From an optimization exercise on the open Yosys and OpenROAD flow, aimed at small area, a short achievable clock period and few clock cycles per item; shortcuts taken in it are not production practice.
RTL that was checked went through simulation tests only; none was proved equivalent to the original.
Power is estimated from default activity; no workload was simulated.

==> inputs of job 2915 <==
==> flow/design.v (excerpt) <==
module acceptance_temperature_tuner (
    input  logic        i_clk,
    input  logic        i_rst_n,
    input  logic        i_in_valid,
    output logic        o_in_ready,
    input  logic        i_in_kind,
    input  logic [31:0] i_in_start_temp,
    input  logic [16:0] i_in_measured_pct,
    output logic        o_out_valid,
    input  logic        i_out_ready,
    output logic [31:0] o_out_run_temp,
    output logic [31:0] o_out_end_temp,
    output logic [23:0] o_out_run_length,
    output logic [1:0]  o_out_status,
    input  logic        i_cfg_valid,
    output logic        o_cfg_ready,
    input  logic [2:0]  i_cfg_index,
    input  logic [31:0] i_cfg_data
);
clock: 10.0 ns
lec_check: 0
cap_margin: 20
core_margin: 2
core_utilization: 40
setup_slack_margin: 4.0
slew_margin: 20
run.sh (not shown) runs the stock make flow with config.mk's settings and CLKGATE_MAP_FILE= SYNTH_SCRIPT=/design/flow/synth_recipe.tcl, a recipe that flattens the netlist after the stock synthesis.
==> inputs of job 4038, as changes to job 2915 <==
SETUP_SLACK_MARGIN = 3.0   (was 4.0)
==> qor summary <==
metric	job 4038	job 2915
Outcome	complete, no violations	complete, no violations
Slew at the pin closest to its max-slew limit	1.06 ns	1.05 ns
Non-Clock Buffer Area Fraction	0.0540	0.0818
Share of total power in the clock network	0.241	0.239
Global-route total usage across every layer	0.266	0.271
Relative slew slack	0.292	0.297
Number of setup buffers added after CTS	16	102
Per-cell routed wire length	22.9 um	23.1 um
Net total in the final layout	7,117	7,291
Met2 track utilization from global routing	0.448	0.446
Final Cell Area	0.0580 mm^2	0.0610 mm^2
Required time at the worst-slack endpoint	10.54 ns	10.51 ns
Worst-case clock skew	0.0242 ns	0.0638 ns
Ant. Diodes	4	0
Slowest cell on crit path	sky130_fd_sc_hd__or4_4	sky130_fd_sc_hd__fa_2
Drt first pass iters	7	5
Layout cell share with drive strength beyond 1	0.0829	0.143
Multi-input logic cell count	4,187	4,189
Multi-input gate area	0.0375 mm^2	0.0384 mm^2
Stages on the worst setup path	25	23
Sequential cell area in the final layout	0.00999 mm^2	0.0100 mm^2
Total internal power	5.14 mW	5.51 mW
Clock Buffer Count	63	67
No functional check of the RTL was part of any run of this note.

========
==> build 70 <==
acceptance_temperature_tuner, a different RTL version from the one above (not shown whole).
Settings: LEC_CHECK=0, CAP_MARGIN=20, CORE_MARGIN=2, CORE_UTILIZATION=40, SETUP_SLACK_MARGIN=5.0, SLEW_MARGIN=20; clock period 10.0 ns.
==> inputs of build 62, as changes to build 70 <==
--- a/flow/design.v
+++ b/flow/design.v
@@ -132,33 +132,37 @@
     logic [16:0] pct_d0;
     logic [16:0] pct_d1;
     att_add17 u_cmp_high (.a(r_pct_high), .b(~i_measured_pct), .cin(1'b1), .s(pct_d0), .co(ge_high));
     att_add17 u_cmp_low  (.a(i_measured_pct), .b(~r_pct_low), .cin(1'b1), .s(pct_d1), .co(ge_low));
     assign over_band  = !ge_high;
     assign below_band = !ge_low;
     att_pkg::t_temp   step_up;     
     att_pkg::t_temp   step_dn;     
-    att_pkg::t_temp   temp_sum;
-    logic             temp_ovf;
     att_pkg::t_temp   temp_up;
     att_pkg::t_temp   temp_dn;
     logic             temp_ge;     
     logic             dn_loop;     
     logic             step_ge;     
     att_pkg::t_temp   min_d;
     logic             gave_up;     
     logic             adj_up;
     assign adj_up    = r_down || (r_up && below_band);
     assign step_up   = adj_up ? r_shr : r_step;
-    att_add32 u_add_up (.a(r_temp), .b(step_up), .cin(1'b0), .s(temp_sum), .co(temp_ovf));
-    assign temp_up   = temp_ovf ? '1 : temp_sum;
+    att_pkg::t_temp   sum_step;
+    att_pkg::t_temp   sum_shr;
+    logic             ovf_step;
+    logic             ovf_shr;
+    att_add32 u_add_step (.a(r_temp), .b(r_step), .cin(1'b0), .s(sum_step), .co(ovf_step));
+    att_add32 u_add_shr  (.a(r_temp), .b(r_shr),  .cin(1'b0), .s(sum_shr),  .co(ovf_shr));
+    assign temp_up   = adj_up ? (ovf_shr ? '1 : sum_shr) : (ovf_step ? '1 : sum_step);
     assign step_dn   = (r_up || i_cmd.loop) ? r_shr : r_step;
     att_add32 u_sub_dn (.a(r_temp), .b(~step_dn), .cin(1'b1), .s(temp_dn), .co(temp_ge));
-    assign dn_loop   = !temp_ge || (temp_dn == '0);
+    att_pkg::t_temp   le_d;
+    att_add32 u_cmp_le (.a(step_dn), .b(~r_temp), .cin(1'b1), .s(le_d), .co(dn_loop));
     att_add32 u_cmp_min (.a(step_dn), .b(~r_step_minimum), .cin(1'b1), .s(min_d), .co(step_ge));
     assign gave_up   = !step_ge;
     logic             loop_done;
     assign loop_done = temp_ge;
     logic             count_max;
     logic [25:0]      acc_a;
     logic [25:0]      acc_b;
     logic [25:0]      acc_s;
- ABC_CLOCK_PERIOD_IN_PS: default -> 6500
- CORE_UTILIZATION: 40 -> 60
- SETUP_SLACK_MARGIN: 5.0 -> 3.5
==> inputs of build 4, as changes to build 70 <==
--- a/flow/design.v
+++ b/flow/design.v
@@ -132,33 +132,37 @@
     logic [16:0] pct_d0;
     logic [16:0] pct_d1;
     att_add17 u_cmp_high (.a(r_pct_high), .b(~i_measured_pct), .cin(1'b1), .s(pct_d0), .co(ge_high));
     att_add17 u_cmp_low  (.a(i_measured_pct), .b(~r_pct_low), .cin(1'b1), .s(pct_d1), .co(ge_low));
     assign over_band  = !ge_high;
     assign below_band = !ge_low;
     att_pkg::t_temp   step_up;     
     att_pkg::t_temp   step_dn;     
-    att_pkg::t_temp   temp_sum;
-    logic             temp_ovf;
     att_pkg::t_temp   temp_up;
     att_pkg::t_temp   temp_dn;
     logic             temp_ge;     
     logic             dn_loop;     
     logic             step_ge;     
     att_pkg::t_temp   min_d;
     logic             gave_up;     
     logic             adj_up;
     assign adj_up    = r_down || (r_up && below_band);
     assign step_up   = adj_up ? r_shr : r_step;
-    att_add32 u_add_up (.a(r_temp), .b(step_up), .cin(1'b0), .s(temp_sum), .co(temp_ovf));
-    assign temp_up   = temp_ovf ? '1 : temp_sum;
+    att_pkg::t_temp   sum_step;
+    att_pkg::t_temp   sum_shr;
+    logic             ovf_step;
+    logic             ovf_shr;
+    att_add32 u_add_step (.a(r_temp), .b(r_step), .cin(1'b0), .s(sum_step), .co(ovf_step));
+    att_add32 u_add_shr  (.a(r_temp), .b(r_shr),  .cin(1'b0), .s(sum_shr),  .co(ovf_shr));
+    assign temp_up   = adj_up ? (ovf_shr ? '1 : sum_shr) : (ovf_step ? '1 : sum_step);
     assign step_dn   = (r_up || i_cmd.loop) ? r_shr : r_step;
     att_add32 u_sub_dn (.a(r_temp), .b(~step_dn), .cin(1'b1), .s(temp_dn), .co(temp_ge));
-    assign dn_loop   = !temp_ge || (temp_dn == '0);
+    att_pkg::t_temp   le_d;
+    att_add32 u_cmp_le (.a(step_dn), .b(~r_temp), .cin(1'b1), .s(le_d), .co(dn_loop));
     att_add32 u_cmp_min (.a(step_dn), .b(~r_step_minimum), .cin(1'b1), .s(min_d), .co(step_ge));
     assign gave_up   = !step_ge;
     logic             loop_done;
     assign loop_done = temp_ge;
     logic             count_max;
     logic [25:0]      acc_a;
     logic [25:0]      acc_b;
     logic [25:0]      acc_s;
- SETUP_SLACK_MARGIN: 5.0 -> 3.5
==> qor summary <==
| metric | build 70 | build 4 | build 62 |
|---|---|---|---|
| Outcome | complete, no violations | complete, no violations | complete, no violations |
| Crit path arrival time | 7290 ps | 6810 ps | 6840 ps |
| Worst-Skew Late Latency | 690 ps | 690 ps | 650 ps |
| Met1 track demand over resource in global routing | 36.72% | 36.84% | 50.72% |
| Clk cell area share | 3.048% | 3.233% | 3.178% |
| # rows | 130 | 132 | 108 |
| DP Area | 0.05470 mm^2 | 0.05576 mm^2 | 0.05495 mm^2 |
| Final critical-path required period | 6693 ps | 6332 ps | 6361 ps |
| #MultiIn Comb | 4060 | 4285 | 4285 |
| Cell count along the critical path | 28 | 19 | 23 |
| End point of the critical path | u_dp.r_temp[16] | u_dp.r_out_end[24] | u_dp.r_shr[29] |
| Share of total power consumed by net switching | 41.93% | 44.33% | 44.73% |
| Multi-input combinational area share | 61.33% | 64.02% | 65.17% |
| Routing usage on met2 | 47.90% | 44.28% | 62.32% |
| Worst Setup SP | i_in_measured_pct[15] | u_dp.r_temp[7] | u_dp.r_step_factor[6] |
| Final layout net count | 7286 | 7297 | 7260 |
| Total power density per cell area | 197.5 mW/mm^2 | 203.7 mW/mm^2 | 205.1 mW/mm^2 |
| Total core area | 0.1251 mm^2 | 0.1293 mm^2 | 0.08635 mm^2 |
| Post-CTS Setup Bufs | 286 | 32 | 18 |
| Startpoint of the lowest-slack hold path | u_dp.r_status[1] | u_dp.r_status[0] | u_dp.r_status[0] |
| Number of fill cells | 11.30k | 12.59k | 7255 |
| DR pass1 iterations | 6 | 6 | 5 |
| Well-tap cell count | 1650 | 1742 | 1155 |
| Worst-case register-to-register setup slack | 3820 ps | 3670 ps | 3640 ps |
Function was not checked in any run of this note: the RTL went through the layout flow alone.

========
==> umber: inputs <==
acceptance_temperature_tuner, a different RTL version from the one above (not shown whole).
clock: 10.0 ns
lec_check: 0
cap_margin: 20
core_margin: 2
core_utilization: 40
slew_margin: 20
==> violet (differences from umber) <==
--- a/flow/design.v
+++ b/flow/design.v
@@ -116,13 +116,13 @@
     logic [3:0]       r_pbit;      
     att_pkg::t_runs   r_runs;
     att_pkg::t_status r_status;
     logic             r_start;     
     att_pkg::t_temp   mul_a;
     att_pkg::t_temp   mul_q;
-    assign mul_a = r_stale ? r_step : r_shr;
+    assign mul_a = r_shr;
     att_mul_shrink u_mul (
         .a (mul_a),
         .f (r_step_factor),
         .p (mul_q)
     );
     logic over_band;
@@ -130,39 +130,45 @@
     assign over_band  = i_measured_pct > r_pct_high;
     assign below_band = i_measured_pct < r_pct_low;
     att_pkg::t_temp   step_up;     
     att_pkg::t_temp   step_dn;     
     logic [32:0]      temp_sum;
     att_pkg::t_temp   temp_up;
+    logic [32:0]      temp_diff;
     att_pkg::t_temp   temp_dn;
-    logic             dn_loop;
+    logic             temp_lt;     
+    logic             dn_loop;     
+    logic             gave_up;     
     logic             adj_up;
-    assign adj_up   = r_down || (r_up && below_band);
-    assign step_up  = adj_up ? r_shr : r_step;
-    assign step_dn  = r_up   ? r_shr : r_step;
-    assign temp_sum = {1'b0, r_temp} + {1'b0, step_up};
-    assign temp_up  = temp_sum[32] ? '1 : temp_sum[31:0];
-    assign temp_dn  = r_temp - step_dn;
-    assign dn_loop  = r_temp <= step_dn;
+    assign adj_up    = r_down || (r_up && below_band);
+    assign step_up   = adj_up ? r_shr : r_step;
+    assign temp_sum  = {1'b0, r_temp} + {1'b0, step_up};
+    assign temp_up   = temp_sum[32] ? '1 : temp_sum[31:0];
+    assign step_dn   = (r_up || i_cmd.loop) ? r_shr : r_step;
+    assign temp_diff = {1'b0, r_temp} - {1'b0, step_dn};
+    assign temp_dn   = temp_diff[31:0];
+    assign temp_lt   = temp_diff[32];
+    assign dn_loop   = temp_lt || (temp_dn == '0);
+    assign gave_up   = step_dn < r_step_minimum;
     logic             loop_done;
-    assign loop_done = r_temp >= r_shr;
+    assign loop_done = !temp_lt;
     logic             count_max;
     logic [25:0]      acc_a;
     logic [23:0]      acc_b;
     logic [25:0]      acc_s;
     logic [24:0]      prod_next;
-    logic [24:0]      prod_meas;
+    logic [23:0]      runs_add;
     logic [25:0]      runs_sum;
     att_pkg::t_runs   runs_next;
     assign count_max = (r_count == '1);
     assign acc_a     = r_pstale ? {r_prod, 1'b0} : {1'b0, r_prod};
     assign acc_b     = (r_pstale && !r_count[15]) ? '0 : r_runs_inc;
     assign acc_s     = acc_a + {2'b0, acc_b};
     assign prod_next = (acc_s > 26'h1000000) ? 25'h1000000 : acc_s[24:0];
-    assign prod_meas = count_max ? r_prod : prod_next;
-    assign runs_sum  = {2'b0, r_runs_base} + {1'b0, prod_meas};
+    assign runs_add  = count_max ? '0 : r_runs_inc;
+    assign runs_sum  = {2'b0, r_runs_base} + {1'b0, r_prod} + {2'b0, runs_add};
     assign runs_next = (runs_sum > 26'hFFFFFF) ? '1 : runs_sum[23:0];
     always_ff @(posedge i_clk) begin
         if (!i_rst_n) begin
             r_step_initial <= 32'd65536;
             r_step_factor  <= 16'd32768;
             r_step_minimum <= 32'd1;
@@ -207,22 +213,24 @@
                 r_pbit <= r_pbit - 4'd1;
                 if (r_pbit == 4'd0) begin
                     r_pstale <= 1'b0;
                 end
             end
             if (i_cfg_valid && (i_cfg_index == att_pkg::CfgStepFactor)) begin
+                r_shr   <= r_step;
                 r_stale <= 1'b1;
             end
             if (i_cfg_valid && (i_cfg_index == att_pkg::CfgRunsIncrement) && (r_count != '0)) begin
                 r_pstale <= 1'b1;
                 r_pbit   <= 4'd15;
                 r_prod   <= '0;
             end
             if (i_cmd.accept_start) begin
                 r_temp  <= i_start_temp;
                 r_step  <= r_step_initial;
+                r_shr   <= r_step_initial;
                 r_stale <= 1'b1;
                 r_up    <= 1'b0;
                 r_down  <= 1'b0;
                 r_count <= '0;
                 r_prod  <= '0;
                 r_runs  <= r_runs_base;
@@ -259,13 +267,13 @@
                 end
             end
             if (i_cmd.loop) begin
                 r_step <= r_shr;
                 r_shr  <= mul_q;
                 if (loop_done) begin
-                    r_temp <= r_temp - r_shr;
+                    r_temp <= temp_dn;
                 end
             end
         end
     end
     always_ff @(posedge i_clk) begin
         if (i_cmd.accept_start) begin
@@ -274,19 +282,19 @@
         end
         if (i_cmd.accept_measure) begin
             r_start <= 1'b0;
             if (i_cmd.over) begin
                 r_status <= att_pkg::StatusContinue;
             end else if (i_cmd.below) begin
-                r_status <= (step_dn < r_step_minimum) ? att_pkg::StatusGaveUp : att_pkg::StatusContinue;
+                r_status <= gave_up ? att_pkg::StatusGaveUp : att_pkg::StatusContinue;
             end else begin
                 r_status <= att_pkg::StatusSettled;
             end
         end
         if (i_cmd.loop) begin
-            r_status <= (r_shr < r_step_minimum) ? att_pkg::StatusGaveUp : att_pkg::StatusContinue;
+            r_status <= gave_up ? att_pkg::StatusGaveUp : att_pkg::StatusContinue;
         end
     end
     att_pkg::t_temp end_meas;
     att_pkg::t_temp end_start;
     att_end999 u_end (
         .x (r_temp),
- SETUP_SLACK_MARGIN: default -> 3.0
==> comparison <==
- violet produced a clean layout. umber finished clean.
- In violet the first-iteration DRC count is lower than in umber, by about 0.9%.
- Of violet and umber, violet has the higher sequential share of layout area (gap 0.086 points).
- Between violet and umber, the lower area after synthesis is in violet (gap about 0.9%, measured against umber).
- In violet the register-to-register slack is higher than in umber, by 1.7 ns.
- Worst hold slack: violet is worse than umber (0.017 ns).
==> figures <==
metric                                                                 violet                             umber
Status                                       no timing/DRC/antenna violations  no timing/DRC/antenna violations
DR WL met2                                                           83090 um                          78210 um
Die area                                                           130700 um2                        131900 um2
Measured slew at the worst slew-check pin                            1.153 ns                          1.212 ns
Hold path start                                    u_dp.r_status[1]$_DFFE_PP_  u_dp.r_runs_inc[15]$_SDFFE_PN0P_
Synthesized-area fraction occupied by adder cells                      33.50%                            33.82%
Metal-1 WL                                                           77620 um                          75480 um
CP arrival                                                            7.46 ns                           9.15 ns
Slowest Stage Delay on Critical Path                                  0.84 ns                           0.75 ns
Post-cts repair resize count                                               19                                 0
R2r worst-path depth                                                       16                                28
Testbench counts of violet, summed over its fixed seeds: cycles 2,563, items 2,400.
For umber, only the layout was checked, not whether the RTL still works.

========
==> inputs of build 6 <==
acceptance_temperature_tuner, a different RTL version from the one above (not shown whole).
Design acceptance_temperature_tuner, start of the top module:
module acceptance_temperature_tuner (
    input  logic        i_clk,
    input  logic        i_rst_n,
    input  logic        i_in_valid,
    output logic        o_in_ready,
    input  logic        i_in_kind,
    input  logic [31:0] i_in_start_temp,
    input  logic [16:0] i_in_measured_pct,
    output logic        o_out_valid,
    input  logic        i_out_ready,
    output logic [31:0] o_out_run_temp,
    output logic [31:0] o_out_end_temp,
    output logic [23:0] o_out_run_length,
    output logic [1:0]  o_out_status,
    input  logic        i_cfg_valid,
    output logic        o_cfg_ready,
    input  logic [2:0]  i_cfg_index,
    input  logic [31:0] i_cfg_data
);
clock: 10.0 ns
lec_check: 0
cap_margin: 20
core_margin: 2
core_utilization: 40
setup_slack_margin: 4.0
slew_margin: 20
synth_hierarchical: 1
synth_minimum_keep_size: 0
tns_end_percent: 5
==> inputs of build 58, as changes to build 6 <==
SETUP_SLACK_MARGIN = 3.5   (was 4.0)
TNS_END_PERCENT = unset   (was 5)
==> flow_metrics.env <==
export IMPL_crit_path_top_delay_cell="mux2i_1"
export IMPL_multiInputGateArea_sq_um=39100
export IMPL_status="complete, no violations"
export IMPL_power_total_uw=10690
export IMPL_p_seq_share_pct=21.1
export IMPL_placed_cell_area_sq_um=54540
export IMPL_hold_path_depth=0
export IMPL_signal_buffers=384
export IMPL_nClkBuffers=72
export IMPL_power_clock_uw=2040
the above is filed under build 6

==> flow_metrics.env <==
export IMPL_crit_path_top_delay_cell="fa_1"
export IMPL_p_seq_share_pct=20.7
export IMPL_signal_buffers=342
export IMPL_hold_path_depth=2
export IMPL_power_total_uw=10870
export IMPL_status="complete, no violations"
export IMPL_nClkBuffers=67
export IMPL_placed_cell_area_sq_um=54620
export IMPL_multiInputGateArea_sq_um=38790
export IMPL_power_clock_uw=2190
the above is filed under build 58

Testbench counts of build 6, summed over its fixed seeds: cycles 2,563, items 2,400.
Testbench counts of build 58, summed over its fixed seeds: cycles 2,563, items 2,400.

-- afterwards: timing with drivers on the ports --
How much do the figures lean on ideal ports? The routed layouts below were timed once more, with nothing changed but the port constraints.
Step 1 (the two cells are an assumption about what drives the block):
set clk [get_ports {i_clk}]
set_driving_cell -lib_cell sky130_fd_sc_hd__clkbuf_16 $clk
set_driving_cell -lib_cell sky130_fd_sc_hd__buf_2 [delete_from_list [all_inputs] $clk]
Step 2 times the ports against the registers' clock, not the clock port: input delays grow and output delays shrink by t, the midpoint of the rising clock arrivals with the driver on.
a / b / c = no drivers / after step 1 / after step 2; a / b = the first two.
run	t (ns)	setup slack, ns	worst setup path after step 2	latest minus earliest clock arrival (ns)	pins driven straight from the clock port
job 2915	0.738	2.839 / 2.872 / 2.134	input to register	0.067 / 0.068	1
job 4038	0.753	2.946 / 2.985 / 2.232	input to register	0.026 / 0.026	1
build 70	0.742	3.307 / 3.362 / 2.621	input to register	0.060 / 0.061	1
build 62	0.691	3.639 / 3.639 / 3.252	input to register	0.058 / 0.058	1
build 4	0.730	3.668 / 3.668 / 3.467	input to register	0.069 / 0.069	1
umber	0.744	1.362 / 1.362 / 1.362	register to register	0.063 / 0.063	1
violet	0.743	3.058 / 3.058 / 2.491	input to register	0.051 / 0.050	1
build 6	0.732	3.774 / 3.774 / 3.161	input to register	0.058 / 0.058	1
build 58	0.718	3.623 / 3.623 / 3.022	input to register	0.044 / 0.045	1
After both steps every run listed still meets setup and hold. For job 4038, which loses most, drivers alone change the setup slack by +0.039 ns; drivers and shift together by -0.714 ns.
